Background: an optimization exercise with open tools, aiming at small area and a short achievable clock period. Do not read the settings as production practice. Function was not checked in any run shown here: the RTL went through the layout flow alone. In every run shown here, the design's own scripts or RTL, not TritonCTS, make the clock network. The clock input has no modelled driver; a real chip could not lean on it and would need a root buffer or a full tree. No activity file was given, so power comes from the tool's default toggle rates.

`flow/run.sh`:
```
#!/bin/bash
# the standard layout, but for the clock tree, and with timing repair aimed
# below the design's period (repair_timing works until each path has
# SETUP_SLACK_MARGIN ns of slack).
#   1. standard.sh up to placement, with buf_2 as the port buffer cell
#   2. flow/cts.tcl in place of ORFS's cts step: a two-level clock tree of
#      clkbuf_16 (the clock port drives 4 roots, each root 16 leaves, each
#      leaf a compact cluster of about 20 flip-flops), then ORFS's timing
#      repair and legalisation as in its cts step
#   3. standard.sh on to the end
# each step's output goes to its own log here; ORFS's own logs are in orfs/logs.
set -euo pipefail
M=7.0
bash standard.sh SETUP_SLACK_MARGIN=$M "BUFFER_PORTS_ARGS=-buffer_cell sky130_fd_sc_hd__buf_2" place > log_1_place.log 2>&1
bash standard.sh SETUP_SLACK_MARGIN=$M vars > log_2_vars.log 2>&1
P=${FLOW_PLATFORM:-sky130hd}
(
  set +u
  source orfs/objects/$P/cpu_top/base/vars.sh
  export SCRIPTS_DIR=$FLOW_HOME/scripts
  export FLOW_CLOCK_PORT=clk
  export FLOW_CTS_LEAF_DEPTH=6
  export FLOW_CTS_ROOT_DEPTH=2
  export FLOW_CTS_LEAF_CELL=sky130_fd_sc_hd__clkbuf_16
  export FLOW_CTS_ROOT_CELL=sky130_fd_sc_hd__clkbuf_16
  openroad -no_splash -exit -metrics "$LOG_DIR/4_1_cts.json" flow/cts.tcl > "$LOG_DIR/4_1_cts.log" 2>&1
) > log_3_cts.log 2>&1
cp orfs/logs/$P/cpu_top/base/4_1_cts.log log_3_cts.log
cp orfs/results/$P/cpu_top/base/4_1_cts.odb orfs/results/$P/cpu_top/base/4_cts.odb
bash standard.sh SETUP_SLACK_MARGIN=$M finish > log_4_finish.log 2>&1
```
`flow/cts.tcl`:
```
# clock tree stage of the layout: ORFS's cts.tcl with the clock tree built
# here instead of by clock_tree_synthesis: the clock port drives a few root
# buffers, each root drives leaf buffers, each leaf a compact cluster of
# flip-flops (recursive bisection of the flip-flop locations), so every
# flip-flop is two buffers from the port.
utl::set_metrics_stage "cts__{}"
source $::env(SCRIPTS_DIR)/load.tcl
erase_non_stage_variables cts
load_design 3_place.odb 3_place.sdc

proc bisect { pts depth } {
  if { $depth == 0 } {
    return [list $pts]
  }
  set xs [lmap p $pts { lindex $p 0 }]
  set ys [lmap p $pts { lindex $p 1 }]
  set w [expr { [tcl::mathfunc::max {*}$xs] - [tcl::mathfunc::min {*}$xs] }]
  set h [expr { [tcl::mathfunc::max {*}$ys] - [tcl::mathfunc::min {*}$ys] }]
  set idx [expr { $w >= $h ? 0 : 1 }]
  set s [lsort -integer -index $idx $pts]
  set n [llength $s]
  set m [expr { $n / 2 }]
  return [concat [bisect [lrange $s 0 [expr { $m - 1 }]] [expr { $depth - 1 }]] \
    [bisect [lrange $s $m end] [expr { $depth - 1 }]]]
}

proc centroid { pts } {
  set sx 0
  set sy 0
  foreach p $pts {
    set sx [expr { $sx + [lindex $p 0] }]
    set sy [expr { $sy + [lindex $p 1] }]
  }
  set n [llength $pts]
  return [list [expr { $sx / $n }] [expr { $sy / $n }]]
}

proc place_buf { block master name xy } {
  set inst [odb::dbInst_create $block $master $name]
  set w [$master getWidth]
  set h [$master getHeight]
  $inst setLocation [expr { int([lindex $xy 0] - $w / 2) }] [expr { int([lindex $xy 1] - $h / 2) }]
  $inst setPlacementStatus PLACED
  return $inst
}

proc build_clock_tree { leaf_depth root_depth leaf_cell root_cell } {
  set db [ord::get_db]
  set block [ord::get_db_block]
  set leaf_master [$db findMaster $leaf_cell]
  set root_master [$db findMaster $root_cell]
  set clk [[$block findBTerm $::env(FLOW_CLOCK_PORT)] getNet]
  set pts {}
  foreach it [$clk getITerms] {
    set bb [[$it getInst] getBBox]
    lappend pts [list [expr { ([$bb xMin] + [$bb xMax]) / 2 }] \
      [expr { ([$bb yMin] + [$bb yMax]) / 2 }] $it]
  }
  puts "clock tree: [llength $pts] sinks"
  set leaves [bisect $pts $leaf_depth]
  set per_root [expr { 1 << ($leaf_depth - $root_depth) }]
  set nroot [expr { 1 << $root_depth }]
  for { set r 0 } { $r < $nroot } { incr r } {
    set group [lrange $leaves [expr { $r * $per_root }] [expr { ($r + 1) * $per_root - 1 }]]
    set leaf_xy {}
    foreach cl $group {
      lappend leaf_xy [centroid $cl]
    }
    set rnet [odb::dbNet_create $block "clknet_root_$r"]
    $rnet setSigType CLOCK
    set rinst [place_buf $block $root_master "clkbuf_root_$r" [centroid $leaf_xy]]
    [$rinst findITerm A] connect $clk
    [$rinst findITerm X] connect $rnet
    set k 0
    foreach cl $group xy $leaf_xy {
      set name "${r}_$k"
      set lnet [odb::dbNet_create $block "clknet_leaf_$name"]
      $lnet setSigType CLOCK
      set linst [place_buf $block $leaf_master "clkbuf_leaf_$name" $xy]
      [$linst findITerm A] connect $rnet
      [$linst findITerm X] connect $lnet
      foreach p $cl {
        set it [lindex $p 2]
        $it disconnect
        $it connect $lnet
      }
      puts "clock tree: leaf $name [llength $cl] sinks"
      incr k
    }
  }
  $clk setSigType CLOCK
}

build_clock_tree $::env(FLOW_CTS_LEAF_DEPTH) $::env(FLOW_CTS_ROOT_DEPTH) \
  $::env(FLOW_CTS_LEAF_CELL) $::env(FLOW_CTS_ROOT_CELL)
set_propagated_clock [all_clocks]

log_cmd estimate_parasitics -placement
report_clock_latency

set_placement_padding -global \
  -left $::env(CELL_PAD_IN_SITES_DETAIL_PLACEMENT) \
  -right $::env(CELL_PAD_IN_SITES_DETAIL_PLACEMENT)
detailed_placement
log_cmd estimate_parasitics -placement
report_clock_latency

repair_timing_helper
detailed_placement
check_placement -verbose

report_metrics 4 "cts final"

orfs_write_db $::env(RESULTS_DIR)/4_1_cts.odb
orfs_write_sdc $::env(RESULTS_DIR)/4_cts.sdc
```
`standard.sh`:
```
#!/bin/bash
# synth_recipe.tcl (not shown) runs the flow's synth.tcl, then flattens the netlist and writes it again
# the make line also repeats each setting of config.mk as NAME=value (left out here)
make -C /OpenROAD-flow-scripts/flow DESIGN_CONFIG=/design/flow/config.mk WORK_HOME=/design/flow/orfs CLKGATE_MAP_FILE= SYNTH_SCRIPT=/design/flow/synth_recipe.tcl "${@:-finish}"
```
`config.mk`:
```
export PLATFORM = sky130hd
export DESIGN_NAME = cpu_top
export DESIGN_NICKNAME = cpu_top
export VERILOG_FILES = /design/flow/design.v
export SDC_FILE = /design/flow/constraint.sdc
export NUM_CORES = 8
export LEC_CHECK = 0
export CAP_MARGIN = 20
export CORE_MARGIN = 2
export CORE_UTILIZATION = 40
export SLEW_MARGIN = 20
export SYNTH_HIERARCHICAL = 1
```
`constraint.sdc`:
```
create_clock -name core_clock -period 10.0 [get_ports {clk}]
set_input_delay 2.0000 -clock core_clock [delete_from_list [all_inputs] [get_ports {clk}]]
set_output_delay 2.0000 -clock core_clock [all_outputs]
set_load 0.01 [all_outputs]
```
`design.v`:
```
package cpu_pkg;
    typedef enum logic [6:0] {
        OPC_OP     = 7'b0110011,
        OPC_OP_IMM = 7'b0010011,
        OPC_LUI    = 7'b0110111
    } opcode_e;
    typedef enum logic [3:0] {
        ALU_ADD    = 4'd0,
        ALU_SUB    = 4'd1,
        ALU_AND    = 4'd2,
        ALU_OR     = 4'd3,
        ALU_XOR    = 4'd4,
        ALU_SLL    = 4'd5,
        ALU_SRL    = 4'd6,
        ALU_SRA    = 4'd7,
        ALU_SLT    = 4'd8,
        ALU_SLTU   = 4'd9,
        ALU_PASS_B = 4'd10
    } alu_op_e;
endpackage
`timescale 1ns/1ps
module instr_decode (
    input  logic [31:0] instr,
    input  logic        fwd_a,
    input  logic        fwd_b,
    input  logic [31:0] rs1,
    input  logic [31:0] rs2,
    input  logic [31:0] rs2_n,
    input  logic        e_s_add,
    input  logic        e_s_lt,
    input  logic [31:0] e_sum,
    input  logic [31:0] e_sum_n,
    input  logic [31:0] e_o,
    input  logic [31:0] e_o_n,
    input  logic        e_lt,
    input  logic        e_lt_n,
    output logic [31:0] op_a,
    output logic [31:0] op_bx,
    output logic        sub,
    output logic        s_add,
    output logic        s_x,
    output logic        s_g,
    output logic        s_r,
    output logic        s_l,
    output logic        s_lt,
    output logic        sltu,
    output logic        sra,
    output logic        we
);
    logic [6:0]  opcode;
    logic [2:0]  f3;
    logic        alt;
    logic        is_op;
    logic        is_imm;
    logic        is_lui;
    logic        is_alu;
    logic        rev;
    logic        fa_n, fa_r, sa_n, sa_r;
    logic        fb_p, fb_n, sb_p, sb_n;
    logic [31:0] imm_x;
    assign opcode = instr[6:0];
    assign f3     = instr[14:12];
    assign alt    = instr[30];
    assign is_op  = (opcode == 7'b0110011);
    assign is_imm = (opcode == 7'b0010011);
    assign is_lui = (opcode == 7'b0110111);
    assign is_alu = is_op || is_imm;
    assign we = (is_alu || is_lui) && (instr[11:7] != 5'd0);
    assign s_add = !is_alu || (f3 == 3'd0);
    assign s_l   = is_alu && (f3 == 3'd1);
    assign s_lt  = is_alu && (f3 == 3'd2 || f3 == 3'd3);
    assign s_x   = is_alu && (f3 == 3'd4 || f3 == 3'd6);
    assign s_r   = is_alu && (f3 == 3'd5);
    assign s_g   = is_alu && (f3 == 3'd6 || f3 == 3'd7);
    assign sltu  = (f3 == 3'd3);
    assign sra   = alt && (f3 == 3'd5);
    assign sub   = is_alu && ((f3 == 3'd0 && alt && is_op) || f3 == 3'd2 || f3 == 3'd3);
    assign rev   = (f3 == 3'd1);
    assign fa_n = is_alu && fwd_a && !rev;
    assign fa_r = is_alu && fwd_a && rev;
    assign sa_n = is_alu && !fwd_a && !rev;
    assign sa_r = is_alu && !fwd_a && rev;
    assign fb_p = is_op && fwd_b && !sub;
    assign fb_n = is_op && fwd_b && sub;
    assign sb_p = is_op && !fwd_b && !sub;
    assign sb_n = is_op && !fwd_b && sub;
    always_comb begin
        if (is_imm)      imm_x = {{20{instr[31]}}, instr[31:20]} ^ {32{sub}};
        else if (is_lui) imm_x = {instr[31:12], 12'd0};
        else             imm_x = 32'd0;
    end
    logic c_sn, c_sr, c_ln, c_lr;
    logic c_bsp, c_bsn, c_bon, c_bon0, c_blp, c_bln;
    assign c_sn   = fa_n && e_s_add;
    assign c_sr   = fa_r && e_s_add;
    assign c_ln   = fa_n && e_s_lt;
    assign c_lr   = fa_r && e_s_lt;
    assign c_bsp  = fb_p && e_s_add;
    assign c_bsn  = fb_n && e_s_add;
    assign c_bon  = fb_n && !e_s_add;
    assign c_bon0 = fb_n && !e_s_add && !e_s_lt;
    assign c_blp  = fb_p && e_s_lt;
    assign c_bln  = fb_n && e_s_lt;
    for (genvar i = 0; i < 32; i++) begin : g_op
        if (i == 0) begin : g_a0
            op_sel7 u_a (
                .s0 (c_sn), .d0 (e_sum[i]),
                .s1 (fa_n), .d1 (e_o[i]),
                .s2 (c_sr), .d2 (e_sum[31-i]),
                .s3 (fa_r), .d3 (e_o[31-i]),
                .s4 (sa_n), .d4 (rs1[i]),
                .s5 (sa_r), .d5 (rs1[31-i]),
                .s6 (c_ln), .d6 (e_lt),
                .y  (op_a[i])
            );
        end else if (i == 31) begin : g_a31
            op_sel7 u_a (
                .s0 (c_sn), .d0 (e_sum[i]),
                .s1 (fa_n), .d1 (e_o[i]),
                .s2 (c_sr), .d2 (e_sum[31-i]),
                .s3 (fa_r), .d3 (e_o[31-i]),
                .s4 (sa_n), .d4 (rs1[i]),
                .s5 (sa_r), .d5 (rs1[31-i]),
                .s6 (c_lr), .d6 (e_lt),
                .y  (op_a[i])
            );
        end else begin : g_a
            op_sel6 u_a (
                .s0 (c_sn), .d0 (e_sum[i]),
                .s1 (fa_n), .d1 (e_o[i]),
                .s2 (c_sr), .d2 (e_sum[31-i]),
                .s3 (fa_r), .d3 (e_o[31-i]),
                .s4 (sa_n), .d4 (rs1[i]),
                .s5 (sa_r), .d5 (rs1[31-i]),
                .y  (op_a[i])
            );
        end
        if (i == 0) begin : g_b0
            op_sel8e u_b (
                .s0 (c_bsp),  .d0 (e_sum[i]),
                .s1 (c_bsn),  .d1 (e_sum_n[i]),
                .s2 (fb_p),   .d2 (e_o[i]),
                .s3 (c_bon0), .d3 (e_o_n[i]),
                .s4 (sb_p),   .d4 (rs2[i]),
                .s5 (sb_n),   .d5 (rs2_n[i]),
                .s6 (c_blp),  .d6 (e_lt),
                .s7 (c_bln),  .d7 (e_lt_n),
                .e  (imm_x[i]),
                .y  (op_bx[i])
            );
        end else begin : g_b
            op_sel6e u_b (
                .s0 (c_bsp), .d0 (e_sum[i]),
                .s1 (c_bsn), .d1 (e_sum_n[i]),
                .s2 (fb_p),  .d2 (e_o[i]),
                .s3 (c_bon), .d3 (e_o_n[i]),
                .s4 (sb_p),  .d4 (rs2[i]),
                .s5 (sb_n),  .d5 (rs2_n[i]),
                .e  (imm_x[i]),
                .y  (op_bx[i])
            );
        end
    end
endmodule
module op_sel6 (
    input  logic s0, d0, s1, d1, s2, d2, s3, d3, s4, d4, s5, d5,
    output logic y
);
    assign y = (s0 && d0) || (s1 && d1) || (s2 && d2) || (s3 && d3) || (s4 && d4) || (s5 && d5);
endmodule
module op_sel7 (
    input  logic s0, d0, s1, d1, s2, d2, s3, d3, s4, d4, s5, d5, s6, d6,
    output logic y
);
    assign y = (s0 && d0) || (s1 && d1) || (s2 && d2) || (s3 && d3) || (s4 && d4) || (s5 && d5)
            || (s6 && d6);
endmodule
module op_sel6e (
    input  logic s0, d0, s1, d1, s2, d2, s3, d3, s4, d4, s5, d5, e,
    output logic y
);
    assign y = (s0 && d0) || (s1 && d1) || (s2 && d2) || (s3 && d3) || (s4 && d4) || (s5 && d5) || e;
endmodule
module op_sel8e (
    input  logic s0, d0, s1, d1, s2, d2, s3, d3, s4, d4, s5, d5, s6, d6, s7, d7, e,
    output logic y
);
    assign y = (s0 && d0) || (s1 && d1) || (s2 && d2) || (s3 && d3) || (s4 && d4) || (s5 && d5)
            || (s6 && d6) || (s7 && d7) || e;
endmodule
`timescale 1ns/1ps
module reg_file (
    input  logic [31:1][31:0] regs,
    input  logic [31:0]       wr_data,
    input  logic [31:0]       sel,
    output logic [31:0]       rd_data,
    output logic [31:0]       rd_data_n
);
    for (genvar b = 0; b < 32; b++) begin : g_bit
        logic [31:0] col;
        assign col[0] = wr_data[b];
        for (genvar i = 1; i < 32; i++) begin : g_reg
            assign col[i] = regs[i][b];
        end
        rf_and_or u_ao (.d(col), .h(sel), .q(rd_data[b]), .qn(rd_data_n[b]));
    end
endmodule
module rf_wdec (
    input  logic        we,
    input  logic [4:0]  rd,
    output logic [31:1] wen
);
    always_comb begin
        for (int i = 1; i < 32; i++) wen[i] = we && (rd == i);
    end
endmodule
module rf_pre (
    input  logic [4:0] rs,
    input  logic       e_we,
    input  logic [4:0] e_rd,
    input  logic       d_we,
    input  logic [4:0] d_rd,
    output logic       fwd,
    output logic       thru,
    output logic [3:0] lo,
    output logic [7:0] hi
);
    assign fwd  = d_we && (d_rd == rs);
    assign thru = e_we && (e_rd == rs);
    always_comb begin
        for (int i = 0; i < 4; i++) lo[i] = (rs[1:0] == i);
        for (int i = 0; i < 8; i++) hi[i] = !thru && (rs[4:2] == i);
    end
endmodule
module rf_sel (
    input  logic [31:1] vld,
    input  logic        thru,
    input  logic [3:0]  lo,
    input  logic [7:0]  hi,
    output logic [31:0] sel
);
    always_comb begin
        sel[0] = thru;
        for (int i = 1; i < 32; i++) sel[i] = vld[i] && lo[i % 4] && hi[i / 4];
    end
endmodule
module rf_and_or (
    input  logic [31:0] d,
    input  logic [31:0] h,
    output logic        q,
    output logic        qn
);
    logic [10:0] g;
    logic [3:0]  n;
    logic [1:0]  r;
    for (genvar k = 0; k < 10; k++) begin : g_aoi
        rf_aoi3 u_aoi (.d(d[3*k +: 3]), .h(h[3*k +: 3]), .y(g[k]));
    end
    rf_aoi2 u_aoi_last (.d(d[31:30]), .h(h[31:30]), .y(g[10]));
    rf_nand3 u_n0 (.a(g[2:0]), .y(n[0]));
    rf_nand3 u_n1 (.a(g[5:3]), .y(n[1]));
    rf_nand3 u_n2 (.a(g[8:6]), .y(n[2]));
    rf_nand2 u_n3 (.a(g[10:9]), .y(n[3]));
    rf_nor2  u_r0 (.a(n[1:0]), .y(r[0]));
    rf_nor2  u_r1 (.a(n[3:2]), .y(r[1]));
    rf_nand2 u_q  (.a(r), .y(q));
    rf_and2  u_qn (.a(r), .y(qn));
endmodule
module rf_aoi3 (
    input  logic [2:0] d,
    input  logic [2:0] h,
    output logic       y
);
    assign y = !((d[0] && h[0]) || (d[1] && h[1]) || (d[2] && h[2]));
endmodule
module rf_aoi2 (
    input  logic [1:0] d,
    input  logic [1:0] h,
    output logic       y
);
    assign y = !((d[0] && h[0]) || (d[1] && h[1]));
endmodule
module rf_nand3 (
    input  logic [2:0] a,
    output logic       y
);
    assign y = !(&a);
endmodule
module rf_nor2 (
    input  logic [1:0] a,
    output logic       y
);
    assign y = !(|a);
endmodule
module rf_nand2 (
    input  logic [1:0] a,
    output logic       y
);
    assign y = !(&a);
endmodule
module rf_and2 (
    input  logic [1:0] a,
    output logic       y
);
    assign y = &a;
endmodule
`timescale 1ns/1ps
module alu_exec (
    input  logic [31:0] a,
    input  logic [31:0] bx,
    input  logic        sub,
    input  logic        s_add,
    input  logic        s_x,
    input  logic        s_g,
    input  logic        s_r,
    input  logic        s_l,
    input  logic        s_lt,
    input  logic        sltu,
    input  logic        sra,
    output logic [31:0] result,
    output logic [31:0] sum,
    output logic [31:0] sum_n,
    output logic [31:0] o,
    output logic [31:0] o_n,
    output logic        lt,
    output logic        lt_n
);
    logic [31:0] p;
    logic [31:0] g;
    logic        cout;
    logic [31:0] shr;
    logic [31:0] mask;
    add_pg   u_pg   (.a(a), .b(bx), .cin(sub), .p(p), .g(g));
    add_tree u_tree (.p(p), .g(g), .cin(sub), .s(sum), .sn(sum_n), .cout(cout), .cout_n());
    alu_lt u_lt (.cout(cout), .p31(p[31]), .sltu(sltu), .lt(lt), .lt_n(lt_n));
    alu_shift u_sh (.a(a), .sh(bx[4:0]), .q(shr));
    alu_mask  u_mk (.sh(bx[4:0]), .m(mask));
    for (genvar i = 0; i < 32; i++) begin : g_res
        alu_res_early u_e (
            .s_x (s_x),
            .p   (p[i]),
            .s_g (s_g),
            .g   (g[i]),
            .s_r (s_r),
            .r   (shr[i]),
            .s_l (s_l),
            .l   (shr[31-i]),
            .s_m (s_r && sra && a[31]),
            .m   (mask[i]),
            .o   (o[i]),
            .on  (o_n[i])
        );
        if (i == 0) begin : g_lt
            alu_res_late2 u_l (.s_add(s_add), .sum(sum[i]), .s_lt(s_lt), .lt(lt), .o(o[i]),
                               .y(result[i]));
        end else begin : g_sum
            alu_res_late u_l (.s_add(s_add), .sum(sum[i]), .o(o[i]), .y(result[i]));
        end
    end
endmodule
module add_pg (
    input  logic [31:0] a,
    input  logic [31:0] b,
    input  logic        cin,
    output logic [31:0] p,
    output logic [31:0] g
);
    assign p = a ^ b;
    assign g = {a[31:1] & b[31:1], (a[0] & b[0]) | ((a[0] ^ b[0]) & cin)};
endmodule
module alu_lt (
    input  logic cout,
    input  logic p31,
    input  logic sltu,
    output logic lt,
    output logic lt_n
);
    assign lt   = cout ^ (sltu || p31);
    assign lt_n = !lt;
endmodule
module alu_shift (
    input  logic [31:0] a,
    input  logic [4:0]  sh,
    output logic [31:0] q
);
    assign q = a >> sh;
endmodule
module alu_mask (
    input  logic [4:0]  sh,
    output logic [31:0] m
);
    assign m = ~(32'hffffffff >> sh);
endmodule
module alu_res_early (
    input  logic s_x,
    input  logic p,
    input  logic s_g,
    input  logic g,
    input  logic s_r,
    input  logic r,
    input  logic s_l,
    input  logic l,
    input  logic s_m,
    input  logic m,
    output logic o,
    output logic on
);
    assign o  = (s_x && p) || (s_g && g) || (s_r && r) || (s_l && l) || (s_m && m);
    assign on = !o;
endmodule
module alu_res_late (
    input  logic s_add,
    input  logic sum,
    input  logic o,
    output logic y
);
    assign y = (s_add && sum) || o;
endmodule
module alu_res_late2 (
    input  logic s_add,
    input  logic sum,
    input  logic s_lt,
    input  logic lt,
    input  logic o,
    output logic y
);
    assign y = (s_add && sum) || (s_lt && lt) || o;
endmodule
module add_tree (
    input  logic [31:0] p,
    input  logic [31:0] g,
    input  logic        cin,
    output logic [31:0] s,
    output logic [31:0] sn,
    output logic        cout,
    output logic        cout_n
);
    logic g0_1;
    logic g0_3;
    logic p0_3;
    logic g0_5;
    logic p0_5;
    logic g0_7;
    logic p0_7;
    logic g0_9;
    logic p0_9;
    logic g0_11;
    logic p0_11;
    logic g0_13;
    logic p0_13;
    logic g0_15;
    logic p0_15;
    logic g0_17;
    logic p0_17;
    logic g0_19;
    logic p0_19;
    logic g0_21;
    logic p0_21;
    logic g0_23;
    logic p0_23;
    logic g0_25;
    logic p0_25;
    logic g0_27;
    logic p0_27;
    logic g0_29;
    logic p0_29;
    logic g0_31;
    logic p0_31;
    logic n_31;
    logic g1_2;
    logic g1_3;
    logic n_34;
    logic g1_6;
    logic n_36;
    logic p1_6;
    logic g1_7;
    logic p1_7;
    logic n_40;
    logic g1_10;
    logic n_42;
    logic p1_10;
    logic g1_11;
    logic p1_11;
    logic n_46;
    logic g1_14;
    logic n_48;
    logic p1_14;
    logic g1_15;
    logic p1_15;
    logic n_52;
    logic g1_18;
    logic n_54;
    logic p1_18;
    logic g1_19;
    logic p1_19;
    logic n_58;
    logic g1_22;
    logic n_60;
    logic p1_22;
    logic g1_23;
    logic p1_23;
    logic n_64;
    logic g1_26;
    logic n_66;
    logic p1_26;
    logic g1_27;
    logic p1_27;
    logic n_70;
    logic g1_30;
    logic n_72;
    logic p1_30;
    logic g1_31;
    logic p1_31;
    logic g2_4;
    logic n_77;
    logic g2_5;
    logic g2_6;
    logic g2_7;
    logic g2_12;
    logic p2_12;
    logic n_83;
    logic g2_13;
    logic n_85;
    logic p2_13;
    logic g2_14;
    logic p2_14;
    logic g2_15;
    logic p2_15;
    logic g2_20;
    logic p2_20;
    logic n_93;
    logic g2_21;
    logic n_95;
    logic p2_21;
    logic g2_22;
    logic p2_22;
    logic g2_23;
    logic p2_23;
    logic g2_28;
    logic p2_28;
    logic n_103;
    logic g2_29;
    logic n_105;
    logic p2_29;
    logic g2_30;
    logic p2_30;
    logic g2_31;
    logic p2_31;
    logic n_111;
    logic g3_8;
    logic g3_9;
    logic g3_10;
    logic g3_11;
    logic g3_12;
    logic g3_13;
    logic g3_14;
    logic g3_15;
    logic n_120;
    logic g3_24;
    logic n_122;
    logic p3_24;
    logic g3_25;
    logic p3_25;
    logic g3_26;
    logic p3_26;
    logic g3_27;
    logic p3_27;
    logic g3_28;
    logic p3_28;
    logic g3_29;
    logic p3_29;
    logic g3_30;
    logic p3_30;
    logic g3_31;
    logic p3_31;
    logic g4_16;
    logic n_139;
    logic g4_17;
    logic g4_18;
    logic g4_19;
    logic g4_20;
    logic g4_21;
    logic g4_22;
    logic g4_23;
    logic g4_24;
    logic g4_25;
    logic g4_26;
    logic g4_27;
    logic g4_28;
    logic g4_29;
    logic g4_30;
    logic g4_31;
    tree_aoi21 u0 (.a1(p[1]), .a2(g[0]), .b1(g[1]), .y(g0_1));
    tree_aoi21 u1 (.a1(p[3]), .a2(g[2]), .b1(g[3]), .y(g0_3));
    tree_nand2 u2 (.a(p[3]), .b(p[2]), .y(p0_3));
    tree_aoi21 u3 (.a1(p[5]), .a2(g[4]), .b1(g[5]), .y(g0_5));
    tree_nand2 u4 (.a(p[5]), .b(p[4]), .y(p0_5));
    tree_aoi21 u5 (.a1(p[7]), .a2(g[6]), .b1(g[7]), .y(g0_7));
    tree_nand2 u6 (.a(p[7]), .b(p[6]), .y(p0_7));
    tree_aoi21 u7 (.a1(p[9]), .a2(g[8]), .b1(g[9]), .y(g0_9));
    tree_nand2 u8 (.a(p[9]), .b(p[8]), .y(p0_9));
    tree_aoi21 u9 (.a1(p[11]), .a2(g[10]), .b1(g[11]), .y(g0_11));
    tree_nand2 u10 (.a(p[11]), .b(p[10]), .y(p0_11));
    tree_aoi21 u11 (.a1(p[13]), .a2(g[12]), .b1(g[13]), .y(g0_13));
    tree_nand2 u12 (.a(p[13]), .b(p[12]), .y(p0_13));
    tree_aoi21 u13 (.a1(p[15]), .a2(g[14]), .b1(g[15]), .y(g0_15));
    tree_nand2 u14 (.a(p[15]), .b(p[14]), .y(p0_15));
    tree_aoi21 u15 (.a1(p[17]), .a2(g[16]), .b1(g[17]), .y(g0_17));
    tree_nand2 u16 (.a(p[17]), .b(p[16]), .y(p0_17));
    tree_aoi21 u17 (.a1(p[19]), .a2(g[18]), .b1(g[19]), .y(g0_19));
    tree_nand2 u18 (.a(p[19]), .b(p[18]), .y(p0_19));
    tree_aoi21 u19 (.a1(p[21]), .a2(g[20]), .b1(g[21]), .y(g0_21));
    tree_nand2 u20 (.a(p[21]), .b(p[20]), .y(p0_21));
    tree_aoi21 u21 (.a1(p[23]), .a2(g[22]), .b1(g[23]), .y(g0_23));
    tree_nand2 u22 (.a(p[23]), .b(p[22]), .y(p0_23));
    tree_aoi21 u23 (.a1(p[25]), .a2(g[24]), .b1(g[25]), .y(g0_25));
    tree_nand2 u24 (.a(p[25]), .b(p[24]), .y(p0_25));
    tree_aoi21 u25 (.a1(p[27]), .a2(g[26]), .b1(g[27]), .y(g0_27));
    tree_nand2 u26 (.a(p[27]), .b(p[26]), .y(p0_27));
    tree_aoi21 u27 (.a1(p[29]), .a2(g[28]), .b1(g[29]), .y(g0_29));
    tree_nand2 u28 (.a(p[29]), .b(p[28]), .y(p0_29));
    tree_aoi21 u29 (.a1(p[31]), .a2(g[30]), .b1(g[31]), .y(g0_31));
    tree_nand2 u30 (.a(p[31]), .b(p[30]), .y(p0_31));
    tree_inv u31 (.a(g0_1), .y(n_31));
    tree_aoi21 u32 (.a1(p[2]), .a2(n_31), .b1(g[2]), .y(g1_2));
    tree_oai21 u33 (.a1(p0_3), .a2(g0_1), .b1(g0_3), .y(g1_3));
    tree_inv u34 (.a(g0_5), .y(n_34));
    tree_aoi21 u35 (.a1(p[6]), .a2(n_34), .b1(g[6]), .y(g1_6));
    tree_inv u36 (.a(p0_5), .y(n_36));
    tree_nand2 u37 (.a(p[6]), .b(n_36), .y(p1_6));
    tree_oai21 u38 (.a1(p0_7), .a2(g0_5), .b1(g0_7), .y(g1_7));
    tree_nor2 u39 (.a(p0_7), .b(p0_5), .y(p1_7));
    tree_inv u40 (.a(g0_9), .y(n_40));
    tree_aoi21 u41 (.a1(p[10]), .a2(n_40), .b1(g[10]), .y(g1_10));
    tree_inv u42 (.a(p0_9), .y(n_42));
    tree_nand2 u43 (.a(p[10]), .b(n_42), .y(p1_10));
    tree_oai21 u44 (.a1(p0_11), .a2(g0_9), .b1(g0_11), .y(g1_11));
    tree_nor2 u45 (.a(p0_11), .b(p0_9), .y(p1_11));
    tree_inv u46 (.a(g0_13), .y(n_46));
    tree_aoi21 u47 (.a1(p[14]), .a2(n_46), .b1(g[14]), .y(g1_14));
    tree_inv u48 (.a(p0_13), .y(n_48));
    tree_nand2 u49 (.a(p[14]), .b(n_48), .y(p1_14));
    tree_oai21 u50 (.a1(p0_15), .a2(g0_13), .b1(g0_15), .y(g1_15));
    tree_nor2 u51 (.a(p0_15), .b(p0_13), .y(p1_15));
    tree_inv u52 (.a(g0_17), .y(n_52));
    tree_aoi21 u53 (.a1(p[18]), .a2(n_52), .b1(g[18]), .y(g1_18));
    tree_inv u54 (.a(p0_17), .y(n_54));
    tree_nand2 u55 (.a(p[18]), .b(n_54), .y(p1_18));
    tree_oai21 u56 (.a1(p0_19), .a2(g0_17), .b1(g0_19), .y(g1_19));
    tree_nor2 u57 (.a(p0_19), .b(p0_17), .y(p1_19));
    tree_inv u58 (.a(g0_21), .y(n_58));
    tree_aoi21 u59 (.a1(p[22]), .a2(n_58), .b1(g[22]), .y(g1_22));
    tree_inv u60 (.a(p0_21), .y(n_60));
    tree_nand2 u61 (.a(p[22]), .b(n_60), .y(p1_22));
    tree_oai21 u62 (.a1(p0_23), .a2(g0_21), .b1(g0_23), .y(g1_23));
    tree_nor2 u63 (.a(p0_23), .b(p0_21), .y(p1_23));
    tree_inv u64 (.a(g0_25), .y(n_64));
    tree_aoi21 u65 (.a1(p[26]), .a2(n_64), .b1(g[26]), .y(g1_26));
    tree_inv u66 (.a(p0_25), .y(n_66));
    tree_nand2 u67 (.a(p[26]), .b(n_66), .y(p1_26));
    tree_oai21 u68 (.a1(p0_27), .a2(g0_25), .b1(g0_27), .y(g1_27));
    tree_nor2 u69 (.a(p0_27), .b(p0_25), .y(p1_27));
    tree_inv u70 (.a(g0_29), .y(n_70));
    tree_aoi21 u71 (.a1(p[30]), .a2(n_70), .b1(g[30]), .y(g1_30));
    tree_inv u72 (.a(p0_29), .y(n_72));
    tree_nand2 u73 (.a(p[30]), .b(n_72), .y(p1_30));
    tree_oai21 u74 (.a1(p0_31), .a2(g0_29), .b1(g0_31), .y(g1_31));
    tree_nor2 u75 (.a(p0_31), .b(p0_29), .y(p1_31));
    tree_aoi21 u76 (.a1(p[4]), .a2(g1_3), .b1(g[4]), .y(g2_4));
    tree_inv u77 (.a(g1_3), .y(n_77));
    tree_oai21 u78 (.a1(p0_5), .a2(n_77), .b1(g0_5), .y(g2_5));
    tree_oai21 u79 (.a1(p1_6), .a2(n_77), .b1(g1_6), .y(g2_6));
    tree_aoi21 u80 (.a1(p1_7), .a2(g1_3), .b1(g1_7), .y(g2_7));
    tree_aoi21 u81 (.a1(p[12]), .a2(g1_11), .b1(g[12]), .y(g2_12));
    tree_nand2 u82 (.a(p[12]), .b(p1_11), .y(p2_12));
    tree_inv u83 (.a(g1_11), .y(n_83));
    tree_oai21 u84 (.a1(p0_13), .a2(n_83), .b1(g0_13), .y(g2_13));
    tree_inv u85 (.a(p1_11), .y(n_85));
    tree_nor2 u86 (.a(p0_13), .b(n_85), .y(p2_13));
    tree_oai21 u87 (.a1(p1_14), .a2(n_83), .b1(g1_14), .y(g2_14));
    tree_nor2 u88 (.a(p1_14), .b(n_85), .y(p2_14));
    tree_aoi21 u89 (.a1(p1_15), .a2(g1_11), .b1(g1_15), .y(g2_15));
    tree_nand2 u90 (.a(p1_15), .b(p1_11), .y(p2_15));
    tree_aoi21 u91 (.a1(p[20]), .a2(g1_19), .b1(g[20]), .y(g2_20));
    tree_nand2 u92 (.a(p[20]), .b(p1_19), .y(p2_20));
    tree_inv u93 (.a(g1_19), .y(n_93));
    tree_oai21 u94 (.a1(p0_21), .a2(n_93), .b1(g0_21), .y(g2_21));
    tree_inv u95 (.a(p1_19), .y(n_95));
    tree_nor2 u96 (.a(p0_21), .b(n_95), .y(p2_21));
    tree_oai21 u97 (.a1(p1_22), .a2(n_93), .b1(g1_22), .y(g2_22));
    tree_nor2 u98 (.a(p1_22), .b(n_95), .y(p2_22));
    tree_aoi21 u99 (.a1(p1_23), .a2(g1_19), .b1(g1_23), .y(g2_23));
    tree_nand2 u100 (.a(p1_23), .b(p1_19), .y(p2_23));
    tree_aoi21 u101 (.a1(p[28]), .a2(g1_27), .b1(g[28]), .y(g2_28));
    tree_nand2 u102 (.a(p[28]), .b(p1_27), .y(p2_28));
    tree_inv u103 (.a(g1_27), .y(n_103));
    tree_oai21 u104 (.a1(p0_29), .a2(n_103), .b1(g0_29), .y(g2_29));
    tree_inv u105 (.a(p1_27), .y(n_105));
    tree_nor2 u106 (.a(p0_29), .b(n_105), .y(p2_29));
    tree_oai21 u107 (.a1(p1_30), .a2(n_103), .b1(g1_30), .y(g2_30));
    tree_nor2 u108 (.a(p1_30), .b(n_105), .y(p2_30));
    tree_aoi21 u109 (.a1(p1_31), .a2(g1_27), .b1(g1_31), .y(g2_31));
    tree_nand2 u110 (.a(p1_31), .b(p1_27), .y(p2_31));
    tree_inv u111 (.a(g2_7), .y(n_111));
    tree_aoi21 u112 (.a1(p[8]), .a2(n_111), .b1(g[8]), .y(g3_8));
    tree_oai21 u113 (.a1(p0_9), .a2(g2_7), .b1(g0_9), .y(g3_9));
    tree_oai21 u114 (.a1(p1_10), .a2(g2_7), .b1(g1_10), .y(g3_10));
    tree_aoi21 u115 (.a1(p1_11), .a2(n_111), .b1(g1_11), .y(g3_11));
    tree_oai21 u116 (.a1(p2_12), .a2(g2_7), .b1(g2_12), .y(g3_12));
    tree_aoi21 u117 (.a1(p2_13), .a2(n_111), .b1(g2_13), .y(g3_13));
    tree_aoi21 u118 (.a1(p2_14), .a2(n_111), .b1(g2_14), .y(g3_14));
    tree_oai21 u119 (.a1(p2_15), .a2(g2_7), .b1(g2_15), .y(g3_15));
    tree_inv u120 (.a(g2_23), .y(n_120));
    tree_aoi21 u121 (.a1(p[24]), .a2(n_120), .b1(g[24]), .y(g3_24));
    tree_inv u122 (.a(p2_23), .y(n_122));
    tree_nand2 u123 (.a(p[24]), .b(n_122), .y(p3_24));
    tree_oai21 u124 (.a1(p0_25), .a2(g2_23), .b1(g0_25), .y(g3_25));
    tree_nor2 u125 (.a(p0_25), .b(p2_23), .y(p3_25));
    tree_oai21 u126 (.a1(p1_26), .a2(g2_23), .b1(g1_26), .y(g3_26));
    tree_nor2 u127 (.a(p1_26), .b(p2_23), .y(p3_26));
    tree_aoi21 u128 (.a1(p1_27), .a2(n_120), .b1(g1_27), .y(g3_27));
    tree_nand2 u129 (.a(p1_27), .b(n_122), .y(p3_27));
    tree_oai21 u130 (.a1(p2_28), .a2(g2_23), .b1(g2_28), .y(g3_28));
    tree_nor2 u131 (.a(p2_28), .b(p2_23), .y(p3_28));
    tree_aoi21 u132 (.a1(p2_29), .a2(n_120), .b1(g2_29), .y(g3_29));
    tree_nand2 u133 (.a(p2_29), .b(n_122), .y(p3_29));
    tree_aoi21 u134 (.a1(p2_30), .a2(n_120), .b1(g2_30), .y(g3_30));
    tree_nand2 u135 (.a(p2_30), .b(n_122), .y(p3_30));
    tree_oai21 u136 (.a1(p2_31), .a2(g2_23), .b1(g2_31), .y(g3_31));
    tree_nor2 u137 (.a(p2_31), .b(p2_23), .y(p3_31));
    tree_aoi21 u138 (.a1(p[16]), .a2(g3_15), .b1(g[16]), .y(g4_16));
    tree_inv u139 (.a(g3_15), .y(n_139));
    tree_oai21 u140 (.a1(p0_17), .a2(n_139), .b1(g0_17), .y(g4_17));
    tree_oai21 u141 (.a1(p1_18), .a2(n_139), .b1(g1_18), .y(g4_18));
    tree_aoi21 u142 (.a1(p1_19), .a2(g3_15), .b1(g1_19), .y(g4_19));
    tree_oai21 u143 (.a1(p2_20), .a2(n_139), .b1(g2_20), .y(g4_20));
    tree_aoi21 u144 (.a1(p2_21), .a2(g3_15), .b1(g2_21), .y(g4_21));
    tree_aoi21 u145 (.a1(p2_22), .a2(g3_15), .b1(g2_22), .y(g4_22));
    tree_oai21 u146 (.a1(p2_23), .a2(n_139), .b1(g2_23), .y(g4_23));
    tree_oai21 u147 (.a1(p3_24), .a2(n_139), .b1(g3_24), .y(g4_24));
    tree_aoi21 u148 (.a1(p3_25), .a2(g3_15), .b1(g3_25), .y(g4_25));
    tree_aoi21 u149 (.a1(p3_26), .a2(g3_15), .b1(g3_26), .y(g4_26));
    tree_oai21 u150 (.a1(p3_27), .a2(n_139), .b1(g3_27), .y(g4_27));
    tree_aoi21 u151 (.a1(p3_28), .a2(g3_15), .b1(g3_28), .y(g4_28));
    tree_oai21 u152 (.a1(p3_29), .a2(n_139), .b1(g3_29), .y(g4_29));
    tree_oai21 u153 (.a1(p3_30), .a2(n_139), .b1(g3_30), .y(g4_30));
    tree_aoi21 u154 (.a1(p3_31), .a2(g3_15), .b1(g3_31), .y(g4_31));
    assign s[0]  = p[0] ^ cin;
    assign sn[0] = !(p[0] ^ cin);
    assign s[1]  = p[1] ^ g[0];
    assign sn[1] = !(p[1] ^ g[0]);
    assign s[2]  = !(p[2] ^ g0_1);
    assign sn[2] = p[2] ^ g0_1;
    assign s[3]  = !(p[3] ^ g1_2);
    assign sn[3] = p[3] ^ g1_2;
    assign s[4]  = p[4] ^ g1_3;
    assign sn[4] = !(p[4] ^ g1_3);
    assign s[5]  = !(p[5] ^ g2_4);
    assign sn[5] = p[5] ^ g2_4;
    assign s[6]  = p[6] ^ g2_5;
    assign sn[6] = !(p[6] ^ g2_5);
    assign s[7]  = p[7] ^ g2_6;
    assign sn[7] = !(p[7] ^ g2_6);
    assign s[8]  = !(p[8] ^ g2_7);
    assign sn[8] = p[8] ^ g2_7;
    assign s[9]  = !(p[9] ^ g3_8);
    assign sn[9] = p[9] ^ g3_8;
    assign s[10]  = p[10] ^ g3_9;
    assign sn[10] = !(p[10] ^ g3_9);
    assign s[11]  = p[11] ^ g3_10;
    assign sn[11] = !(p[11] ^ g3_10);
    assign s[12]  = !(p[12] ^ g3_11);
    assign sn[12] = p[12] ^ g3_11;
    assign s[13]  = p[13] ^ g3_12;
    assign sn[13] = !(p[13] ^ g3_12);
    assign s[14]  = !(p[14] ^ g3_13);
    assign sn[14] = p[14] ^ g3_13;
    assign s[15]  = !(p[15] ^ g3_14);
    assign sn[15] = p[15] ^ g3_14;
    assign s[16]  = p[16] ^ g3_15;
    assign sn[16] = !(p[16] ^ g3_15);
    assign s[17]  = !(p[17] ^ g4_16);
    assign sn[17] = p[17] ^ g4_16;
    assign s[18]  = p[18] ^ g4_17;
    assign sn[18] = !(p[18] ^ g4_17);
    assign s[19]  = p[19] ^ g4_18;
    assign sn[19] = !(p[19] ^ g4_18);
    assign s[20]  = !(p[20] ^ g4_19);
    assign sn[20] = p[20] ^ g4_19;
    assign s[21]  = p[21] ^ g4_20;
    assign sn[21] = !(p[21] ^ g4_20);
    assign s[22]  = !(p[22] ^ g4_21);
    assign sn[22] = p[22] ^ g4_21;
    assign s[23]  = !(p[23] ^ g4_22);
    assign sn[23] = p[23] ^ g4_22;
    assign s[24]  = p[24] ^ g4_23;
    assign sn[24] = !(p[24] ^ g4_23);
    assign s[25]  = p[25] ^ g4_24;
    assign sn[25] = !(p[25] ^ g4_24);
    assign s[26]  = !(p[26] ^ g4_25);
    assign sn[26] = p[26] ^ g4_25;
    assign s[27]  = !(p[27] ^ g4_26);
    assign sn[27] = p[27] ^ g4_26;
    assign s[28]  = p[28] ^ g4_27;
    assign sn[28] = !(p[28] ^ g4_27);
    assign s[29]  = !(p[29] ^ g4_28);
    assign sn[29] = p[29] ^ g4_28;
    assign s[30]  = p[30] ^ g4_29;
    assign sn[30] = !(p[30] ^ g4_29);
    assign s[31]  = p[31] ^ g4_30;
    assign sn[31] = !(p[31] ^ g4_30);
    assign cout   = !g4_31;
    assign cout_n = g4_31;
endmodule
module tree_aoi21 (input logic a1, input logic a2, input logic b1, output logic y);
    assign y = !((a1 && a2) || b1);
endmodule
module tree_oai21 (input logic a1, input logic a2, input logic b1, output logic y);
    assign y = !((a1 || a2) && b1);
endmodule
module tree_nand2 (input logic a, input logic b, output logic y);
    assign y = !(a && b);
endmodule
module tree_nor2 (input logic a, input logic b, output logic y);
    assign y = !(a || b);
endmodule
module tree_inv (input logic a, output logic y);
    assign y = !a;
endmodule
`timescale 1ns/1ps
module retire_stage (
    input  logic        retire_valid,
    input  logic        e_valid,
    input  logic [15:0] count,
    input  logic [15:0] pc_lo,
    input  logic [13:0] pc_hi,
    output logic [15:0] count_nxt,
    output logic [13:0] pc_hi_nxt
);
    assign count_nxt = count + {15'd0, e_valid};
    assign pc_hi_nxt = pc_hi + {13'd0, retire_valid && (&pc_lo)};
endmodule
`timescale 1ns/1ps
module cpu_top (
    input  logic                         clk,
    input  logic                         rstn,
    input  logic                         instr_valid,
    input  logic [31:0]                  instr,
    output logic                         retire_valid,
    output logic                         retire_we,
    output logic [32-1:0]         retire_pc,
    output logic [5-1:0]   retire_rd,
    output logic [32-1:0]         retire_data,
    output logic [16-1:0] retire_count
);
    logic        f_valid;
    logic [31:0] f_instr;
    always_ff @(posedge clk or negedge rstn) begin
        if (!rstn) f_valid <= 1'b0;
        else       f_valid <= instr_valid;
    end
    logic        e_we;
    logic [4:0]  e_rd;
    logic        we_nxt;
    logic        pa_fwd, pa_thru, pb_fwd, pb_thru;
    logic [3:0]  pa_lo, pb_lo;
    logic [7:0]  pa_hi, pb_hi;
    logic        f_fwd_a, f_thru_a, f_fwd_b, f_thru_b;
    logic [3:0]  f_lo_a, f_lo_b;
    logic [7:0]  f_hi_a, f_hi_b;
    rf_pre u_pre_a (
        .rs   (instr[19:15]),
        .e_we (e_we),
        .e_rd (e_rd),
        .d_we (f_valid && we_nxt),
        .d_rd (f_instr[11:7]),
        .fwd  (pa_fwd),
        .thru (pa_thru),
        .lo   (pa_lo),
        .hi   (pa_hi)
    );
    rf_pre u_pre_b (
        .rs   (instr[24:20]),
        .e_we (e_we),
        .e_rd (e_rd),
        .d_we (f_valid && we_nxt),
        .d_rd (f_instr[11:7]),
        .fwd  (pb_fwd),
        .thru (pb_thru),
        .lo   (pb_lo),
        .hi   (pb_hi)
    );
    always_ff @(posedge clk) begin
        f_instr  <= instr;
        f_fwd_a  <= pa_fwd;
        f_thru_a <= pa_thru;
        f_lo_a   <= pa_lo;
        f_hi_a   <= pa_hi;
        f_fwd_b  <= pb_fwd;
        f_thru_b <= pb_thru;
        f_lo_b   <= pb_lo;
        f_hi_b   <= pb_hi;
    end
    logic        w_we;
    logic [4:0]  w_rd;
    logic [31:0] w_data;
    logic [31:1][31:0] regs;
    logic [31:1] vld;
    logic [31:0] rs1_data;
    logic [31:0] rs2_data;
    logic [31:0] rs2_data_n;
    logic [31:1] wen;
    rf_wdec u_wdec (.we(w_we), .rd(w_rd), .wen(wen));
    always_ff @(posedge clk or negedge rstn) begin
        if (!rstn) begin
            vld <= '0;
        end else begin
            vld <= vld | wen;
        end
    end
    always_ff @(posedge clk) begin
        for (int i = 1; i < 32; i++) begin
            if (wen[i]) begin
                regs[i] <= w_data;
            end
        end
    end
    logic [31:0] sel_a;
    logic [31:0] sel_b;
    rf_sel u_sel_a (.vld(vld), .thru(f_thru_a), .lo(f_lo_a), .hi(f_hi_a), .sel(sel_a));
    rf_sel u_sel_b (.vld(vld), .thru(f_thru_b), .lo(f_lo_b), .hi(f_hi_b), .sel(sel_b));
    logic [31:0] rs1_data_n;
    reg_file u_rf_a (.regs(regs), .wr_data(w_data), .sel(sel_a), .rd_data(rs1_data), .rd_data_n(rs1_data_n));
    reg_file u_rf_b (.regs(regs), .wr_data(w_data), .sel(sel_b), .rd_data(rs2_data), .rd_data_n(rs2_data_n));
    logic        e_valid;
    logic [31:0] alu_result;
    logic [31:0] alu_sum;
    logic [31:0] alu_sum_n;
    logic [31:0] alu_o;
    logic [31:0] alu_o_n;
    logic        alu_lt;
    logic        alu_lt_n;
    logic [31:0] op_a_nxt;
    logic [31:0] op_bx_nxt;
    logic        sub_nxt, s_add_nxt, s_x_nxt, s_g_nxt, s_r_nxt, s_l_nxt, s_lt_nxt;
    logic        sltu_nxt, sra_nxt;
    logic        e_s_add, e_s_lt;
    instr_decode u_dec (
        .instr (f_instr),
        .fwd_a (f_fwd_a),
        .fwd_b (f_fwd_b),
        .rs1   (rs1_data),
        .rs2   (rs2_data),
        .rs2_n (rs2_data_n),
        .e_s_add (e_s_add),
        .e_s_lt  (e_s_lt),
        .e_sum   (alu_sum),
        .e_sum_n (alu_sum_n),
        .e_o     (alu_o),
        .e_o_n   (alu_o_n),
        .e_lt    (alu_lt),
        .e_lt_n  (alu_lt_n),
        .op_a  (op_a_nxt),
        .op_bx (op_bx_nxt),
        .sub   (sub_nxt),
        .s_add (s_add_nxt),
        .s_x   (s_x_nxt),
        .s_g   (s_g_nxt),
        .s_r   (s_r_nxt),
        .s_l   (s_l_nxt),
        .s_lt  (s_lt_nxt),
        .sltu  (sltu_nxt),
        .sra   (sra_nxt),
        .we    (we_nxt)
    );
    logic [31:0] e_a;
    logic [31:0] e_bx;
    logic        e_sub, e_s_x, e_s_g, e_s_r, e_s_l, e_sltu, e_sra;
    always_ff @(posedge clk or negedge rstn) begin
        if (!rstn) begin
            e_valid <= 1'b0;
            e_we    <= 1'b0;
        end else begin
            e_valid <= f_valid;
            e_we    <= f_valid && we_nxt;
        end
    end
    always_ff @(posedge clk) begin
        e_a     <= op_a_nxt;
        e_bx    <= op_bx_nxt;
        e_sub   <= sub_nxt;
        e_s_add <= s_add_nxt;
        e_s_x   <= s_x_nxt;
        e_s_g   <= s_g_nxt;
        e_s_r   <= s_r_nxt;
        e_s_l   <= s_l_nxt;
        e_s_lt  <= s_lt_nxt;
        e_sltu  <= sltu_nxt;
        e_sra   <= sra_nxt;
        e_rd    <= f_instr[11:7];
    end
    alu_exec u_alu (
        .a        (e_a),
        .bx       (e_bx),
        .sub      (e_sub),
        .s_add    (e_s_add),
        .s_x      (e_s_x),
        .s_g      (e_s_g),
        .s_r      (e_s_r),
        .s_l      (e_s_l),
        .s_lt     (e_s_lt),
        .sltu     (e_sltu),
        .sra      (e_sra),
        .result   (alu_result),
        .sum      (alu_sum),
        .sum_n    (alu_sum_n),
        .o        (alu_o),
        .o_n      (alu_o_n),
        .lt       (alu_lt),
        .lt_n     (alu_lt_n)
    );
    logic [15:0] pc_lo;
    logic [13:0] pc_hi;
    logic [15:0] count_nxt;
    logic [13:0] pc_hi_nxt;
    retire_stage u_ret (
        .retire_valid (retire_valid),
        .e_valid      (e_valid),
        .count        (retire_count),
        .pc_lo        (pc_lo),
        .pc_hi        (pc_hi),
        .count_nxt    (count_nxt),
        .pc_hi_nxt    (pc_hi_nxt)
    );
    always_ff @(posedge clk or negedge rstn) begin
        if (!rstn) begin
            retire_valid <= 1'b0;
            retire_we    <= 1'b0;
            w_we         <= 1'b0;
            retire_count <= '0;
            pc_hi        <= '0;
        end else begin
            retire_valid <= e_valid;
            retire_we    <= e_valid && e_we;
            w_we         <= e_we;
            retire_count <= count_nxt;
            pc_hi        <= pc_hi_nxt;
        end
    end
    always_ff @(posedge clk) begin
        pc_lo       <= retire_count;
        retire_rd   <= e_rd;
        retire_data <= alu_result;
        if (e_we) begin
            w_rd   <= e_rd;
            w_data <= alu_result;
        end
    end
    assign retire_pc = {pc_hi, pc_lo, 2'b00};
endmodule
```
==> results of run 1 <==
[final cells by class]
class / count / area, um2 / share of cell area
multi-input cells: 2431 / 19600 / 0.310
plain buffers: 68 / 1700 / 0.0269
diodes: 8 / 20.0 / 0.000316
well taps: 1794 / 2240 / 0.0355
repair buffers: 379 / 3030 / 0.0478
flip-flops and latches: 1287 / 36500 / 0.577
inverters: 39 / 164 / 0.00259
[worst max-delay path by stage]
stage                          from         endpoint  slack [ps]  cells past startpoint
floorplan                f_instr[3]           e_a[0]        6930                      7
global placement            e_bx[0]         e_bx[19]        5630                     12
detailed placement          e_bx[0]         e_bx[19]        5480                     12
CTS                 retire_data[29]  retire_data[29]        6870                      1
global route                e_bx[0]        w_data[1]        6810                      8
finish                    f_lo_b[3]         e_bx[13]        6850                      9
[power by group]
part / leakage (nW) / internal [mW] / switching, mW
registers: 14.4 / 5.74 / 0.0505
clock network: 0.838 / 1.20 / 1.61
logic: 8.96 / 0.103 / 0.116
total: 24.2 / 7.04 / 1.78
[timing repair]
action	CTS	global route
resized for setup	162	165
pin swaps	14	85
endpoints found under the hold margin	0	0
gates cloned	2	3
buffers inserted	54	48
setup endpoints to repair	198	174
[registers in the layout, summed over array words and instances (netlist names), 8 cells and up]
name	cells
regs	992
e_a	32
e_bx	32
f_instr	32
retire_data	32
w_data	32
vld	31
pc_lo	16
retire_count	16
pc_hi	14
f_hi_a	8
f_hi_b	8
[routing by layer]
metal  up-vias  share of wire  track usage  routed length [um]
met2      3267           0.43        0.437               94200
met1     21382           0.35        0.376               76800
met5         -         0.0012            0                 257
li1      17482              -            -                   -
met4        14          0.064        0.148               13800
met3       515           0.15       0.0944               32100
[stage by stage]
stage	total power, mW	hold WS (ps)
floorplan	5.98	347
global placement	6.06	375
detailed placement	6.06	374
CTS	8.83	393
global route	9.04	399
finish	8.82	395
[critical path, cell delays in order (launching register included)]
cell	delay, ps
sky130_fd_sc_hd__dfxtp_1	300
sky130_fd_sc_hd__buf_4	190
sky130_fd_sc_hd__and3_2	330
sky130_fd_sc_hd__buf_4	310
sky130_fd_sc_hd__a222oi_1	380
sky130_fd_sc_hd__nand3_1	260
sky130_fd_sc_hd__nor2_1	710
sky130_fd_sc_hd__nand2_1	240
sky130_fd_sc_hd__a22oi_1	190
sky130_fd_sc_hd__nand3_1	100
==> flow_metrics.env, run 1 <==
export IMPL_result_of_the_run="complete, no violations"
export IMPL_utilization=0.461
export IMPL_design_area_um2=63300
export IMPL_clock_fmax_ghz=0.318
export IMPL_buffers_on_ports=119
export IMPL_setup_viol=0
export IMPL_cts_hold_repair_buffers=0
export IMPL_peakVddDrop_mv=0.161
export IMPL_crit_reg2reg_capture="e_bx[13]"
export IMPL_most_common_layout_cells="sky130_fd_sc_hd__edfxtp_1 (1029), sky130_fd_sc_hd__a222oi_1 (706), sky130_fd_sc_hd__nand3_1 (279)"
export IMPL_min_delay_start="f_valid"
export IMPL_startpoint_type="flop"
export IMPL_worst_hold_path_type="reg2reg"
export IMPL_worstPathMaxFanout=22
export IMPL_route_detailed_drc=0
export IMPL_hold_depth=0
export IMPL_finClkSkew_ps=82.7
export IMPL_worst_hold_path_endpoint="e_valid"
export IMPL_core_area_um2=137000
export IMPL_placement_cell_area_um2=59300
export IMPL_initial_antenna_violation_count=13
export IMPL_power_per_cell_area_nw_per_um2=139
export IMPL_hpwl_um=129000
export IMPL_dp_slack_ps=5480
export IMPL_grt_pass1_wl_um=296000
export IMPL_design_die_area_um2=141000
export IMPL_post_route_min_period_ps=3150
export IMPL_finish_cell_count_without_fillers=6006
export IMPL_starting_drc_count_in_detailed_routing=9782
export IMPL_finalWorstSetupSlack_ps=6850
export IMPL_finalMaxSlewViolations=0
export IMPL_worstPathArrival_ps=3590
export IMPL_drt_pre_antenna_iters=14
export IMPL_fill_cells=12102
export IMPL_timing_setup_critical_path_class="reg2reg"
export IMPL_path_clk_slew_ps=110
export IMPL_vias=42660
export IMPL_grt_overflow=0
export IMPL_capturing_element_type_of_the_critical_path="flop"
export IMPL_nets=4278
export IMPL_finalHoldViolations=0
export IMPL_timing_reg2reg_worst_path_depth=9
export IMPL_placed_cells=5823
export IMPL_die_x_um=376
export IMPL_syn_instance_count=3813
export IMPL_drv_cap=0
export IMPL_number_of_global_route_vias_before_repair=39502
export IMPL_vias_per_cell=7.10
export IMPL_synth_area_um2=55300
export IMPL_syn_mean_instance_area_um2=14.5
export IMPL_setup_tns_ps=0
export IMPL_critPathRequiredTime_ps=10440
export IMPL_drt_wirelength_per_cell_um=36.2
export IMPL_drive_above_1_share=0.212
export IMPL_startpoint_of_the_lowest_slack_register_to_register_path="f_lo_b[3]"
export IMPL_mostFrequentLayoutCell="sky130_fd_sc_hd__edfxtp_1"
export IMPL_die_height_um=376
export IMPL_detail_route_antenna_nets=0
export IMPL_ioPinCount=122
export IMPL_synthToLayoutAreaGrowth_pct=14.5
export IMPL_postRouteWirelength_um=217000
export IMPL_grt_max_degree=68
export IMPL_min_period_over_period=0.315
export IMPL_r2r_setup_slack_ps=6850
export IMPL_rows=136
export IMPL_power_static_leakage_nw=24.2
export IMPL_grt_setup_unrepaired="yes"
export IMPL_gp_congestion=0.947
export IMPL_worstSkewPairLatency_ps=560
export IMPL_synth_warnings=11
export IMPL_floorplan_initialDensity=0.403
export IMPL_tightestPinTransition_ps=1100
export IMPL_grtUsageTotal=0.291
export IMPL_maxSlewHeadroom=0.262
==> run 2, diff against run 1 <==
--- a/flow/run.sh
+++ b/flow/run.sh
@@ -8,3 +8,3 @@
 #      leaf a compact cluster of about 20 flip-flops), then ORFS's timing
-#      repair and legalisation as in its cts step
+#      repair, area recovery (flow/downsize.tcl) and legalisation
 #   3. standard.sh on to the end
@@ -21,4 +21,4 @@
   export FLOW_CLOCK_PORT=clk
-  export FLOW_CTS_LEAF_DEPTH=6
-  export FLOW_CTS_ROOT_DEPTH=2
+  export FLOW_CTS_LEAVES=64
+  export FLOW_CTS_ROOTS=4
   export FLOW_CTS_LEAF_CELL=sky130_fd_sc_hd__clkbuf_16
--- a/flow/cts.tcl
+++ b/flow/cts.tcl
@@ -3,4 +3,5 @@
 # buffers, each root drives leaf buffers, each leaf a compact cluster of
-# flip-flops (recursive bisection of the flip-flop locations), so every
-# flip-flop is two buffers from the port.
+# flip-flops (recursive splitting of the flip-flop locations), so every
+# flip-flop is two buffers from the port. After ORFS's timing repair, the
+# cells get the smallest drive strengths that keep the timing (downsize.tcl).
 utl::set_metrics_stage "cts__{}"
@@ -10,4 +11,7 @@
 
-proc bisect { pts depth } {
-  if { $depth == 0 } {
+# split pts into n compact clusters of near equal size: cut across the
+# longer side of their bounding box, in proportion to the clusters each
+# side gets.
+proc split_pts { pts n } {
+  if { $n <= 1 } {
     return [list $pts]
@@ -20,6 +24,6 @@
   set s [lsort -integer -index $idx $pts]
-  set n [llength $s]
-  set m [expr { $n / 2 }]
-  return [concat [bisect [lrange $s 0 [expr { $m - 1 }]] [expr { $depth - 1 }]] \
-    [bisect [lrange $s $m end] [expr { $depth - 1 }]]]
+  set n1 [expr { $n / 2 }]
+  set m [expr { ([llength $s] * $n1) / $n }]
+  return [concat [split_pts [lrange $s 0 [expr { $m - 1 }]] $n1] \
+    [split_pts [lrange $s $m end] [expr { $n - $n1 }]]]
 }
@@ -46,3 +50,3 @@
 
-proc build_clock_tree { leaf_depth root_depth leaf_cell root_cell } {
+proc build_clock_tree { nleaf nroot leaf_cell root_cell } {
   set db [ord::get_db]
@@ -59,7 +63,6 @@
   puts "clock tree: [llength $pts] sinks"
-  set leaves [bisect $pts $leaf_depth]
-  set per_root [expr { 1 << ($leaf_depth - $root_depth) }]
-  set nroot [expr { 1 << $root_depth }]
+  set per_root [expr { $nleaf / $nroot }]
+  set groups [split_pts $pts $nroot]
   for { set r 0 } { $r < $nroot } { incr r } {
-    set group [lrange $leaves [expr { $r * $per_root }] [expr { ($r + 1) * $per_root - 1 }]]
+    set group [split_pts [lindex $groups $r] $per_root]
     set leaf_xy {}
@@ -93,3 +96,3 @@
 
-build_clock_tree $::env(FLOW_CTS_LEAF_DEPTH) $::env(FLOW_CTS_ROOT_DEPTH) \
+build_clock_tree $::env(FLOW_CTS_LEAVES) $::env(FLOW_CTS_ROOTS) \
   $::env(FLOW_CTS_LEAF_CELL) $::env(FLOW_CTS_ROOT_CELL)
@@ -108,2 +111,4 @@
 repair_timing_helper
+source [file join [file dirname [info script]] downsize.tcl]
+downsize_cells $::env(SETUP_SLACK_MARGIN) 1.0
 detailed_placement
==> flow/downsize.tcl (new file) <==
# area recovery after timing repair (downsize_cells below).

# re-estimate the parasitics of the nets on an instance's pins, which
# replace_cell leaves stale.
proc downsize_update_nets { name } {
  foreach pin [get_pins -of_objects [get_cells $name]] {
    set net [get_nets -quiet -of_objects $pin]
    if { $net ne "" } {
      est::estimate_parasitic_net $net
    }
  }
}

# give each cell the smallest drive strength of its family that keeps the
# worst setup slack at or above min(target, the worst slack before recovery),
# with no max-slew or max-capacitance violation and the cell's output slew
# under max_slew ns; largest cells first. Clock tree buffers are left alone.
# Only for placement parasitics: downsize_update_nets estimates a net as
# estimate_parasitics -placement does.
proc downsize_cells { target max_slew } {
  set db [ord::get_db]
  set block [ord::get_db_block]
  set dont_use {}
  if { [info exists ::env(DONT_USE_CELLS)] } {
    set dont_use $::env(DONT_USE_CELLS)
  }
  set fam {}
  foreach lib [$db getLibs] {
    foreach m [$lib getMasters] {
      set n [$m getName]
      if { [regexp {^(sky130_fd_sc_hd__\w+)_(\d+)$} $n -> base d] } {
        if { [lsearch -exact $dont_use $n] < 0 } {
          dict lappend fam $base [list $d $n [$m getWidth]]
        }
      }
    }
  }
  set ws0 [worst_slack -max]
  set floor [expr { min($target, $ws0) }]
  puts "downsize: worst slack [format %.3f $ws0], keeping it at or above [format %.3f $floor]"
  set insts [lsort -command { apply { { a b } {
    expr { [[$b getMaster] getWidth] - [[$a getMaster] getWidth] } } } } [$block getInsts]]
  set count 0
  set saved 0
  foreach inst $insts {
    set m [$inst getMaster]
    if { [$m getType] ne "CORE" } { continue }
    set n [$m getName]
    if { ![regexp {^(sky130_fd_sc_hd__\w+)_(\d+)$} $n -> base d] } { continue }
    if { [string match "*clkbuf*" $base] || [string match "clkbuf_*" [$inst getName]] } { continue }
    if { ![dict exists $fam $base] } { continue }
    set name [$inst getName]
    foreach o [lsort -integer -index 0 [dict get $fam $base]] {
      lassign $o od on ow
      if { $od >= $d } { break }
      if { $ow > [$m getWidth] } { continue }
      replace_cell $name $on
      downsize_update_nets $name
      set ok [expr { [worst_slack -max] >= $floor
                     && [sta::max_slew_violation_count] == 0
                     && [sta::max_capacitance_violation_count] == 0 }]
      if { $ok } {
        foreach pin [get_pins -of_objects [get_cells $name] -filter "direction == output"] {
          foreach p { slew_max_rise slew_max_fall } {
            if { [get_property $pin $p] > $max_slew } { set ok 0 }
          }
        }
      }
      if { $ok } {
        incr count
        set saved [expr { $saved + [$m getWidth] - $ow }]
        break
      }
      replace_cell $name $n
      downsize_update_nets $name
    }
  }
  set dbu [$block getDbUnitsPerMicron]
  puts "downsize: $count cells smaller, [format %.0f [expr { $saved * 2720.0 / $dbu / $dbu }]] um2 saved (by width), worst slack now [format %.3f [worst_slack -max]]"
}
==> run 2 against run 1 <==
  * First-iteration DRC count up 0.64%
  * Combinational power down 12%
  * Worst setup slack worse by 26 ps
  * Critical path depth down 1
  * Sequential power about the same
  * Fmax down 0.81%
  * Routed wire length down 0.18%
  * Cell area down 2.6%
  * Area after synthesis unchanged
  * Worst hold slack worse by 5.7 ps
  * Critical endpoint is now e_a[28]
  * Largest power group unchanged
==> flow_metrics.env, run 2 <==
export IMPL_worstPathMaxFanout=23
export IMPL_ioPinCount=122
export IMPL_grt_overflow=0
export IMPL_nets=4274
export IMPL_floorplan_initialDensity=0.403
export IMPL_detail_route_antenna_nets=0
export IMPL_critical_path_top_delay_family="simple AND/OR/NAND/NOR gates"
export IMPL_design_die_area_um2=141000
export IMPL_r2r_setup_slack_ps=6830
export IMPL_drt_wirelength_per_cell_um=36.2
export IMPL_route_detailed_drc=0
export IMPL_finalHoldViolations=0
export IMPL_syn_instance_count=3813
export IMPL_gp_congestion=0.947
export IMPL_core_area_um2=137000
export IMPL_capturing_element_type_of_the_critical_path="flop"
export IMPL_vias=42671
export IMPL_setup_tns_ps=0
export IMPL_min_period_over_period=0.317
export IMPL_total_switching_power_mw=1.78
export IMPL_largest_stage_delay_on_the_critical_path_ps=500
export IMPL_report_power_total_mw=8.79
export IMPL_worstSkewPairLatency_ps=560
export IMPL_finalWorstSetupSlack_ps=6830
export IMPL_syn_mean_instance_area_um2=14.5
export IMPL_path_clk_slew_ps=110
export IMPL_drive_above_1_share=0.146
export IMPL_drv_cap=0
export IMPL_placed_cells=5823
export IMPL_finish_cell_count_without_fillers=5996
export IMPL_worst_hold_path_type="reg2reg"
export IMPL_crit_chain="and3_1 -> clkbuf_4 -> a222oi_1 -> nand3_1 -> nor2_2 -> nand2_1 -> a22oi_1 -> nand3_1"
export IMPL_worst_hold_path_endpoint="e_valid"
export IMPL_vias_per_cell=7.12
export IMPL_finClkSkew_ps=83.3
export IMPL_startpoint_type="flop"
export IMPL_result_of_the_run="complete, no violations"
export IMPL_p_sw_frac=0.202
export IMPL_rows=136
export IMPL_grt_pass1_wl_um=296000
export IMPL_setup_viol=0
export IMPL_mostFrequentLayoutCell="sky130_fd_sc_hd__edfxtp_1"
export IMPL_grt_max_degree=68
export IMPL_power_per_cell_area_nw_per_um2=143
export IMPL_die_height_um=376
export IMPL_power_share_combinational=0.022
export IMPL_tightestPinTransition_ps=1290
export IMPL_hold_ws_ps=389
export IMPL_path_common_cell="sky130_fd_sc_hd__nand3_1"
export IMPL_hold_depth=0
export IMPL_crit_slowest_cell="sky130_fd_sc_hd__dfxtp_1"
export IMPL_starting_drc_count_in_detailed_routing=9845
export IMPL_critPathRequiredTime_ps=10440
export IMPL_initial_antenna_violation_count=13
export IMPL_clock_fmax_ghz=0.315
export IMPL_timing_reg2reg_worst_path_depth=8
export IMPL_design_area_um2=61600
export IMPL_hpwl_um=129000
export IMPL_dp_slack_ps=5480
export IMPL_crit_reg2reg_capture="e_a[28]"
export IMPL_drt_pre_antenna_iters=15
export IMPL_postRouteWirelength_um=217000
export IMPL_grt_setup_unrepaired="yes"
export IMPL_largest_register_ff_count=992
export IMPL_clock_power_share=0.320
export IMPL_grtUsageTotal=0.290
export IMPL_timing_setup_critical_path_class="reg2reg"
export IMPL_cellInternalPower_mw=7.02
export IMPL_sequentialPowerShare=0.658
export IMPL_die_x_um=376
export IMPL_peakVddDrop_mv=0.155
export IMPL_worstPathArrival_ps=3620
export IMPL_startpoint_of_the_lowest_slack_register_to_register_path="f_lo_a[1]"
export IMPL_buffers_on_ports=119
export IMPL_number_of_global_route_vias_before_repair=39470
export IMPL_maxSlewHeadroom=0.139
export IMPL_synth_warnings=11
export IMPL_finalMaxSlewViolations=0
export IMPL_min_delay_start="f_valid"
export IMPL_utilization=0.449
export IMPL_synth_area_um2=55300
export IMPL_synthToLayoutAreaGrowth_pct=11.5
export IMPL_most_common_layout_cells="sky130_fd_sc_hd__edfxtp_1 (1029), sky130_fd_sc_hd__a222oi_1 (706), sky130_fd_sc_hd__nand3_1 (280)"
export IMPL_critPathBufInv=1
export IMPL_registers_top_by_ff_count="regs"
export IMPL_post_route_min_period_ps=3170
export IMPL_placement_cell_area_um2=59300
export IMPL_power_static_leakage_nw=23.7
run 2: power by group through the flow:
stage | combinational (mW) | sequential [mW] | clock (mW)
global placement | 0.147 | 5.91 | 0
detailed placement | 0.149 | 5.92 | 0
CTS | 0.153 | 5.78 | 2.83
global route | 0.206 | 5.79 | 3.02
floorplan | 0.0696 | 5.91 | 0
finish | 0.192 | 5.79 | 2.81
run 2: worst max path at each step:
stage	from	endpoint	slack (ps)	depth (start not counted)
6_report	f_lo_a[1]	e_a[28]	6830	8
5_1_grt	e_bx[0]	e_bx[19]	6800	15
4_1_cts	retire_data[29]	retire_data[29]	6870	1
3_5_place_dp	e_bx[0]	e_bx[19]	5480	12
3_3_place_gp	e_bx[0]	e_bx[19]	5630	12
2_1_floorplan	f_instr[3]	e_a[0]	6930	7
run 2: layout make-up:
| cell class | instances | area (um2) |
|---|---|---|
| buffer | 68 | 1700 |
| fill | 12403 | 75700 |
| tap | 1794 | 2240 |
| inverter | 39 | 160 |
| multi-input combinational | 2430 | 18600 |
| timing repair buffer | 376 | 2480 |
| sequential | 1287 | 36500 |
| antenna | 2 | 5.00 |
run 2: timing repair:
action                     4_1_cts  5_1_grt
buffers inserted                54       43
hold buffers                     0        0
gates cloned                     2        4
gates resized for setup        162      415
hold endpoints to repair         0        0
setup endpoints to repair      198      221
pin swaps                       14       72
run 2: per-layer routing:
layer / vias up / share of wire / global-route usage
met1: 21427 / 0.36 / 0.377
met2: 3275 / 0.44 / 0.439
met4: 18 / 0.061 / 0.142
met3: 491 / 0.14 / 0.0913
li1: 17460 / - / -
met5: - / 0.00063 / 0
